This is an optimization exercise on Yosys and OpenROAD, whose aim is a short achievable clock period and few clock cycles per item, not a production implementation.
Only simulation tests tie the RTL to the original design; equivalence was not proved.
No driver is modelled on the clock port, so clock power and skew are understated where the tree is cut down; a real chip needs a root buffer or a tree.
Power and IR drop assume default switching activity.

## red
Design small_set_membership_table, start of the top module:
module small_set_membership_table #(
  parameter int unsigned CAPACITY   = ssmt_pkg::DEF_CAPACITY,
  parameter int unsigned ELEM_WIDTH = ssmt_pkg::DEF_ELEM_WIDTH
) (
  input  wire logic                          clk_i,
  input  wire logic                          rst_ni,
  input  wire logic                          start_i,
  output logic                               busy_o,
  input  wire logic [ssmt_pkg::OP_W-1:0]     op_i,
  input  wire logic [ssmt_pkg::VALUE_W-1:0]  value_i,
  output logic                               valid_o,
  output logic                               was_member_o,
  output logic [ssmt_pkg::COUNT_W-1:0]       count_o,
  output logic                               empty_res_o,
  output logic                               full_res_o,
  output logic                               rejected_o
);
  localparam int unsigned CNT_W = $clog2(CAPACITY + 1);
  localparam int unsigned NGRP  = 4;
  localparam int unsigned SUB   = 4;                       
  localparam int unsigned GRP   = ((CAPACITY + 2 + 3 * NGRP + 1 + NGRP * SUB - 1) / (NGRP * SUB)) * SUB;
  localparam int unsigned PHYS  = NGRP * GRP;
  localparam int unsigned NSUB  = PHYS / SUB;
  localparam int unsigned OR_W  = 4;                       
  localparam int unsigned NOR   = (PHYS + OR_W - 1) / OR_W;
  localparam int unsigned NCOPY = 4;                       
  assign busy_o = 1'b0;
  logic                          a_vld_q;
  logic [ssmt_pkg::OP_W-1:0]     a_op_q;
  logic [ELEM_WIDTH-1:0]         a_v_q;        
  logic [NCOPY-1:0][ELEM_WIDTH-1:0] a_vc_q;
  always_ff @(posedge clk_i or negedge rst_ni) begin
    if (!rst_ni) begin
      a_vld_q <= 1'b0;
    end else begin
      a_vld_q <= start_i;
    end
  end
  always_ff @(posedge clk_i) begin
    a_op_q    <= op_i;
    a_v_q     <= ELEM_WIDTH'(value_i);
  ...
Size in the first run: about 4700 cells after synthesis, ~34 I/O pins, about 72000 µm² of cells after synthesis.
Settings: LEC_CHECK=0, ABC_CLOCK_PERIOD_IN_PS=1000, CAP_MARGIN=20, CORE_MARGIN=2, CORE_UTILIZATION=70, PLACE_DENSITY=0.8, SETUP_SLACK_MARGIN=3.9, SLEW_MARGIN=20, SYNTH_HIERARCHICAL=1, PRE_CTS_TCL=/design/flow/flow/cts_hook.tcl, BT_CLUSTER=24, BT_NROOT=4, MIN_CLK_ROUTING_LAYER=met4; clock period 6.0 ns.
standard.sh (not shown) runs the stock make flow with config.mk's settings and CLKGATE_MAP_FILE= SYNTH_SCRIPT=/design/flow/synth_recipe.tcl, a recipe that flattens the netlist after the stock synthesis.
==> flow/flow/run.sh <==
#!/bin/bash
# The standard layout, with the output registers moved next to their port
# buffers (flow/place_tweak.tcl) and the clock tree built by flow/clock_tree.tcl in
# place of TritonCTS (hooked in through ORFS's PRE_CTS_TCL). Clock nets are
# routed on met4 and met5.
set -euo pipefail
W=$(pwd)
{
  echo "export PRE_CTS_TCL = $W/flow/cts_hook.tcl"
  echo "export BT_CLUSTER = 24"
  echo "export BT_NROOT = 4"
  echo "export MIN_CLK_ROUTING_LAYER = met4"
} >> config.mk
bash standard.sh finish > "$W/standard_flow.log" 2>&1
==> flow/flow/clock_tree.tcl <==
# Build a two-level clock tree by hand: the clock port drives NROOT root
# buffers, each drives a group of leaf buffers, each leaf buffer drives a
# cluster of about CLUSTER flip-flop clock pins that lie close together.
proc bt_env {name default} {
  if {[info exists ::env($name)] && $::env($name) ne ""} { return $::env($name) }
  return $default
}

# Split items ({x y payload}) into k groups of near-equal size that are
# compact: sort into s vertical strips by x, then each strip by y into chunks.
proc bt_split {items k} {
  set n [llength $items]
  if {$k <= 1 || $n <= 1} { return [list $items] }
  set s [expr {max(1, int(round(sqrt($k))))}]
  set byx [lsort -real -index 0 $items]
  set groups {}
  set start 0
  set kleft $k
  for {set i 0} {$i < $s} {incr i} {
    # groups in this strip
    set kstrip [expr {int(round(double($kleft) / ($s - $i)))}]
    if {$kstrip < 1} { set kstrip 1 }
    set nstrip [expr {int(round(double($n - $start) * $kstrip / $kleft))}]
    set strip [lrange $byx $start [expr {$start + $nstrip - 1}]]
    set start [expr {$start + $nstrip}]
    set kleft [expr {$kleft - $kstrip}]
    set byy [lsort -real -index 1 $strip]
    set m [llength $byy]
    set b 0
    for {set j 0} {$j < $kstrip} {incr j} {
      set e [expr {int(round(double($m) * ($j + 1) / $kstrip))}]
      set g [lrange $byy $b [expr {$e - 1}]]
      if {[llength $g]} { lappend groups $g }
      set b $e
    }
  }
  return $groups
}

proc bt_centroid {g} {
  set sx 0.0; set sy 0.0
  foreach it $g { set sx [expr {$sx + [lindex $it 0]}]; set sy [expr {$sy + [lindex $it 1]}] }
  return [list [expr {$sx / [llength $g]}] [expr {$sy / [llength $g]}]]
}

proc bt_place {inst x y} {
  set m [$inst getMaster]
  set block [ord::get_db_block]
  set core [$block getCoreArea]
  set w [$m getWidth]; set h [$m getHeight]
  set px [expr {int($x - $w / 2)}]
  set py [expr {int($y - $h / 2)}]
  set px [expr {max([$core xMin], min([$core xMax] - $w, $px))}]
  set py [expr {max([$core yMin], min([$core yMax] - $h, $py))}]
  $inst setLocation $px $py
  $inst setPlacementStatus PLACED
}

proc build_clock_tree {args} {
  set block [ord::get_db_block]
  set db [ord::get_db]
  set cluster [bt_env BT_CLUSTER 32]
  set nroot [bt_env BT_NROOT 4]
  set leafm [$db findMaster [bt_env BT_LEAF sky130_fd_sc_hd__clkbuf_16]]
  set rootm [$db findMaster [bt_env BT_ROOT sky130_fd_sc_hd__clkbuf_16]]
  set clk [$block findNet [bt_env BT_CLK clk_i]]
  set sinks {}
  foreach it [$clk getITerms] {
    set inst [$it getInst]
    set bb [$inst getBBox]
    lappend sinks [list [expr {([$bb xMin] + [$bb xMax]) / 2.0}] [expr {([$bb yMin] + [$bb yMax]) / 2.0}] $it]
  }
  set n [llength $sinks]
  set k [expr {max(1, int(ceil(double($n) / $cluster)))}]
  puts "build_clock_tree: $n sinks, $k leaf buffers, $nroot root buffers"
  set leaves {}
  set i 0
  foreach g [bt_split $sinks $k] {
    set c [bt_centroid $g]
    set inst [odb::dbInst_create $block $leafm "clkbuf_leaf_$i\_clk"]
    set net [odb::dbNet_create $block "clknet_leaf_$i\_clk"]
    $net setSigType CLOCK
    bt_place $inst [lindex $c 0] [lindex $c 1]
    [$inst findITerm X] connect $net
    foreach s $g {
      set it [lindex $s 2]
      $it disconnect
      $it connect $net
    }
    lappend leaves [list [lindex $c 0] [lindex $c 1] $inst]
    incr i
  }
  set j 0
  foreach g [bt_split $leaves $nroot] {
    set c [bt_centroid $g]
    set inst [odb::dbInst_create $block $rootm "clkbuf_root_$j\_clk"]
    set net [odb::dbNet_create $block "clknet_root_$j\_clk"]
    $net setSigType CLOCK
    bt_place $inst [lindex $c 0] [lindex $c 1]
    [$inst findITerm X] connect $net
    [$inst findITerm A] connect $clk
    foreach l $g { [[lindex $l 2] findITerm A] connect $net }
    incr j
  }
}
Other scripts of this flow, unchanged in this note and not shown: flow/flow/cts_hook.tcl, flow/flow/place_tweak.tcl
Testbench counts of red, summed over its fixed seeds: cycles 32,024, items 32,000.
Setup changes, red to blue
# red
export LEC_CHECK = 0
export ABC_CLOCK_PERIOD_IN_PS = 1000
export CAP_MARGIN = 20
export CORE_MARGIN = 2
export CORE_UTILIZATION = 70
export PLACE_DENSITY = 0.8
export SETUP_SLACK_MARGIN = 3.9
export SLEW_MARGIN = 20
export SYNTH_HIERARCHICAL = 1
export PRE_CTS_TCL = /design/flow/flow/cts_hook.tcl
export BT_CLUSTER = 24
export BT_NROOT = 4
export MIN_CLK_ROUTING_LAYER = met4
create_clock -name core_clock -period 6.0 [get_ports {clk_i}]
# blue
export LEC_CHECK = 0
export ABC_CLOCK_PERIOD_IN_PS = 1000
export CAP_MARGIN = 20
export CORE_MARGIN = 2
export CORE_UTILIZATION = 65
export PLACE_DENSITY = 0.75
export SETUP_SLACK_MARGIN = 3.8
export SLEW_MARGIN = 20
export SYNTH_HIERARCHICAL = 1
export PRE_CTS_TCL = /design/flow/flow/cts_hook.tcl
export BT_CLUSTER = 24
export BT_NROOT = 4
export MIN_CLK_ROUTING_LAYER = met4
create_clock -name core_clock -period 6.0 [get_ports {clk_i}]
Horizontal die dimension on blue is up relative to red. Status: total wirelength of the detailed-routed design parity (blue, red). Delta (blue minus red): wire length of the first global-routing pass closely matched the old numbers, relative slew slack rose 3.7 points. Share of total power in combinational logic: blue vs red down 0.3 points. Per the comparison of blue with red, pin count of the biggest net entering global routing fell 7.1%; area of the die rose 8000 µm²; setup slack saw an increase. Between red and blue, the difference in sequential share of cell area is negligible.
What green does differently from blue at the input level:
# blue
export LEC_CHECK = 0
export ABC_CLOCK_PERIOD_IN_PS = 1000
export CAP_MARGIN = 20
export CORE_MARGIN = 2
export CORE_UTILIZATION = 65
export PLACE_DENSITY = 0.75
export SETUP_SLACK_MARGIN = 3.8
export SLEW_MARGIN = 20
export SYNTH_HIERARCHICAL = 1
export PRE_CTS_TCL = /design/flow/flow/cts_hook.tcl
export BT_CLUSTER = 24
export BT_NROOT = 4
export MIN_CLK_ROUTING_LAYER = met4
create_clock -name core_clock -period 6.0 [get_ports {clk_i}]
# green
export LEC_CHECK = 0
export ABC_CLOCK_PERIOD_IN_PS = 1000
export CAP_MARGIN = 20
export CORE_MARGIN = 2
export CORE_UTILIZATION = 65
export PLACE_DENSITY = 0.75
export SETUP_SLACK_MARGIN = 3.8
export SLEW_MARGIN = 20
export SYNTH_HIERARCHICAL = 1
export PRE_CTS_TCL = /design/flow/flow/cts_hook.tcl
export BT_CLUSTER = 28
export BT_ROOT = sky130_fd_sc_hd__buf_16
export BT_NROOT = 4
export MIN_CLK_ROUTING_LAYER = met4
create_clock -name core_clock -period 6.0 [get_ports {clk_i}]
diff --git a/flow/flow/run.sh b/flow/flow/run.sh
--- a/flow/flow/run.sh
+++ b/flow/flow/run.sh
@@ -9,3 +9,4 @@
   echo "export PRE_CTS_TCL = $W/flow/cts_hook.tcl"
-  echo "export BT_CLUSTER = 24"
+  echo "export BT_CLUSTER = 28"
+  echo "export BT_ROOT = sky130_fd_sc_hd__buf_16"
   echo "export BT_NROOT = 4"
[summary]
The setup slack of green is smaller than that of blue. Final cell count without fillers: green vs blue — no meaningful difference. Minimum clock period after layout (green over blue): increase, 0.0089 ns. Hold slack across blue and green: no real change. Between blue and green, the difference in non-clock inverter total of the final layout is negligible. In the flow results for blue and green, the number of detailed-routing iterations run before antenna repair is smaller on blue. Summary — wire length on met3, green relative to blue: lower, by 1.3%.
In every run of this note, the design's own scripts or RTL, not TritonCTS, make the clock network.

[what the ideal ports hide]
The results above use ideal ports. As a check the final layouts listed here were re-extracted and re-timed, cells and wires unchanged. Step 1 sets driving cells, clkbuf_16 on the clock port and buf_2 on the other inputs (assumed; they add their load-dependent delay and slew). Step 2 moves the port delays by t, midway between the first and last clock arrival at a register: inputs arrive t later, outputs are due t later. That takes back most of the time a late clock gives input paths. Slacks: ideal ports / drivers / drivers and shift; pairs: ideal ports / drivers.
run | t, ns | slack for setup (ns) | worst setup path at the end
red | 0.693 | 3.740 / 3.587 / 3.880 | input to register
blue | 0.701 | 3.744 / 3.584 / 3.793 | input to register
green | 0.655 | 3.735 / 3.568 / 3.809 | input to register
After both steps setup and hold are still met in every run listed.
